Source: an optimization exercise on an open RTL-to-GDS flow (aim: small area, a short achievable clock period and few clock cycles per item). Production flows keep margins and buffers that such runs may drop. Where RTL was checked, it was by simulation tests only, not by an equivalence proof against the original.

==> flow/design.v (excerpt) <==
module vedic_mult_pipe #(
    parameter int WIDTH = 32
) (
    input  logic              clk,
    input  logic              rst_n,
    input  logic              in_valid,
    output logic              in_ready,
    input  logic [WIDTH-1:0]  in_a,
    input  logic [WIDTH-1:0]  in_b,
    input  logic              in_signed,
    output logic              out_valid,
    input  logic              out_ready,
    output logic [2*WIDTH-1:0] out_p,
    output logic              busy
);
Size in the first run: roughly 2900 cells after synthesis, about 140 I/O pins, ~34000 µm² of cells after synthesis.
==> flow/config.mk <==
export PLATFORM = sky130hd
export DESIGN_NAME = vedic_mult_pipe
export DESIGN_NICKNAME = vedic_mult_pipe
export VERILOG_FILES = /design/flow/design.v
export SDC_FILE = /design/flow/constraint.sdc
export NUM_CORES = 4
export LEC_CHECK = 0
export CAP_MARGIN = 20
export CORE_MARGIN = 2
export CORE_UTILIZATION = 65
export CTS_BUF_LIST = sky130_fd_sc_hd__clkbuf_8
export PLACE_DENSITY = 0.85
export SLEW_MARGIN = 20
export SYNTH_HIERARCHICAL = 1
export TNS_END_PERCENT = 0
==> flow/constraint.sdc <==
create_clock -name core_clock -period 11.0 [get_ports {clk}]
set_input_delay 2.2000 -clock core_clock [delete_from_list [all_inputs] [get_ports {clk}]]
set_output_delay 2.2000 -clock core_clock [all_outputs]
set_load 0.01 [all_outputs]
standard.sh (not shown) runs the stock make flow with config.mk's settings and CLKGATE_MAP_FILE= SYNTH_SCRIPT=/design/flow/synth_recipe.tcl, a recipe that flattens the netlist after the stock synthesis.
==> flow/flow/run.sh <==
#!/bin/bash
# The standard layout (standard.sh), with two changes to how it is made:
# ports are buffered with buf_1, and ORFS's repair_timing aims for setup slack
# above zero (it repairs against the 11 ns clock the SDC gives).
export BUFFER_PORTS_ARGS="-buffer_cell sky130_fd_sc_hd__buf_1"
export SETUP_SLACK_MARGIN=7.5
bash standard.sh > standard.log 2>&1
The first run completed with no timing, DRC or antenna violations.
==> next run, changes <==
--- a/flow/flow/run.sh
+++ b/flow/flow/run.sh
@@ -4,4 +4,4 @@
 # above zero (it repairs against the 11 ns clock the SDC gives).
 export BUFFER_PORTS_ARGS="-buffer_cell sky130_fd_sc_hd__buf_1"
-export SETUP_SLACK_MARGIN=7.5
+export SETUP_SLACK_MARGIN=7.65
 bash standard.sh > standard.log 2>&1
Result: Clock skew increases by 4.2 ps; final area increases by about 4%; die area is unchanged; hold slack is about the same; clock-buffer cell count stays the same; worst setup slack is worse by 26 ps; area after synthesis does not change; critical path depth stays the same; via count climbs by about 2%.
Function was not checked in any run of this note: the RTL went through the layout flow alone.

========
run K:
vedic_mult_pipe, a different RTL version from the one above (not shown whole).
Size in the first run: roughly 2900 cells after synthesis, about 380 flip-flops, about 140 I/O pins, about 34000 um2 of cells after synthesis.
// vedic_mult_pipe
module vedic_mult_pipe #(
    parameter int WIDTH = 32
) (
    input  logic              clk,
    input  logic              rst_n,
    input  logic              in_valid,
    output logic              in_ready,
    input  logic [WIDTH-1:0]  in_a,
    input  logic [WIDTH-1:0]  in_b,
    input  logic              in_signed,
    output logic              out_valid,
    input  logic              out_ready,
    output logic [2*WIDTH-1:0] out_p,
    output logic              busy
);
    logic sgn;
    assign sgn = in_signed;
    logic v0, v1, vo, vk, rdy, busy_q;
    logic v0_d, v1_d, vo_d, vk_d;
    logic adv, ofree, take;
    logic [31:0] a0n;
    logic        xa0n;
    logic [16:0] bonen0;
    logic [15:0] btwon0, bneg0;
    logic [16:0] bone_d, btwo_d, bneg_d;
    logic [34:0] yb;       
    logic [167:0] cs1, cs_d;
    logic [63:0] po, pk, po_d;
    logic m1;
    logic pp2;
    logic m3;
    logic pp4;
    logic m5;
    logic pp6;
    logic m7;
    logic pp8;
    logic m9;
    logic pp10;
    logic m11;
    logic pp12;
    logic m13;
    logic pp14;
    logic m15;
    logic pp16;
    logic m17;
    logic pp18;
    logic m19;
    logic pp20;
    logic m21;
    logic pp22;
    logic m23;
    logic pp24;
    logic m25;
    logic pp26;
    logic m27;
    logic pp28;
    logic m29;
    logic pp30;
    logic m31;
    logic pp32;
    logic m33;
    logic pp34;
    logic m35;
    logic pp36;
    logic m37;
    logic pp38;
    logic m39;
    logic pp40;
    logic m41;
    logic pp42;
    logic m43;
    logic pp44;
    logic m45;
    logic pp46;
    logic m47;
    logic pp48;
    logic m49;
    logic pp50;
    logic m51;
    logic pp52;
    logic m53;
    logic pp54;
    logic m55;
    logic pp56;
    logic m57;
    logic pp58;
    logic m59;
    logic pp60;
    logic m61;
    logic pp62;
    logic m63;
    logic pp64;
    logic m65;
    logic pp66;
    logic m67;
    logic pp68;
    logic m69;
    logic pp70;
    logic m71;
    logic pp72;
    logic m73;
    logic pp74;
    logic m75;
    logic pp76;
    logic m77;
    logic pp78;
    logic m79;
    logic pp80;
    logic m81;
    logic pp82;
  ...
==> flow/config.mk <==
export PLATFORM = sky130hd
export DESIGN_NAME = vedic_mult_pipe
export DESIGN_NICKNAME = vedic_mult_pipe
export VERILOG_FILES = /design/flow/design.v
export SDC_FILE = /design/flow/constraint.sdc
export NUM_CORES = 4
export LEC_CHECK = 0
export CAP_MARGIN = 20
export CORE_MARGIN = 2
export CORE_UTILIZATION = 45
export CTS_BUF_LIST = sky130_fd_sc_hd__clkbuf_8
export PLACE_DENSITY = 0.6
export SLEW_MARGIN = 20
export SYNTH_HIERARCHICAL = 1
==> flow/constraint.sdc <==
create_clock -name core_clock -period 11.0 [get_ports {clk}]
set_input_delay 2.2000 -clock core_clock [delete_from_list [all_inputs] [get_ports {clk}]]
set_output_delay 2.2000 -clock core_clock [all_outputs]
set_load 0.01 [all_outputs]
==> flow/flow/run.sh <==
#!/bin/bash
# The standard layout (standard.sh); the only change is that ports are
# buffered with buf_1 instead of the buffer buffer_ports picks by default.
export BUFFER_PORTS_ARGS="-buffer_cell sky130_fd_sc_hd__buf_1"
bash standard.sh > standard.log 2>&1
Testbench counts of run K, summed over its fixed seeds: cycles 16,024, items 16,000.
Edits applied to the flow inputs when going from run K to run R:
Settings: swapping 45 for 60 in CORE_UTILIZATION; swapping sky130_fd_sc_hd__clkbuf_8 for sky130_fd_sc_hd__clkbuf_16 in CTS_BUF_LIST; putting CTS_CLUSTER_SIZE at 40 where nothing was set; putting CTS_CLUSTER_DIAMETER at 80 where nothing was set; swapping 0.6 for 0.75 in PLACE_DENSITY.
[summary]
- Between run K and run R, sequential share of layout area is lower for run K, run R comes in above that.
- NOTE horizontal die dimension run K->run R decreased by more than 10%
- From run K to run R the numbers moved as follows: die height fell about 13%, fraction of met3 tracks used by global routing now sits higher, setup slack +120 ps.
- Status | run K and run R | clean
- Final cell count in run R is about 7% below run K.
- Compared with run K, run R degrades vias after detailed routing.
- Comparing run K and run R, the lower standard-cell row count is on run R.
- Of run R and run K, it is run R that has the lower final area.

port drivers added, routing unchanged:
Ports are ideal in the flow. The routed layouts listed here were re-timed in OpenROAD. Step 1 sets driving cells, clkbuf_16 on the clock port and buf_2 on the other inputs (assumed; they add their load-dependent delay and slew). Step 2 times the ports against the registers' clock, not the clock port: input delays grow and output delays shrink by t, the midpoint of the rising clock arrivals with the driver on. Three values: ideal ports, drivers, drivers and shift; two values: the first two.
| run | t, ns | setup WS [ns] | worst setup path at the end | latest minus earliest clock arrival (ns) | worst data-port slew with drivers (ns) |
|---|---|---|---|---|---|
| the first run of note 1 | 0.723 | 7.398 / 7.398 / 7.398 | register to register | 0.044 / 0.044 | 0.04 |
| the second run of note 1 | 0.730 | 7.372 / 7.372 / 7.372 | register to register | 0.049 / 0.049 | 0.05 |
| run K | 0.748 | 7.055 / 7.055 / 7.055 | register to register | 0.062 / 0.061 | 0.04 |
| run R | 0.667 | 7.179 / 7.179 / 7.179 | register to register | 0.032 / 0.032 | 0.04 |
After both steps every run listed still meets setup and hold.
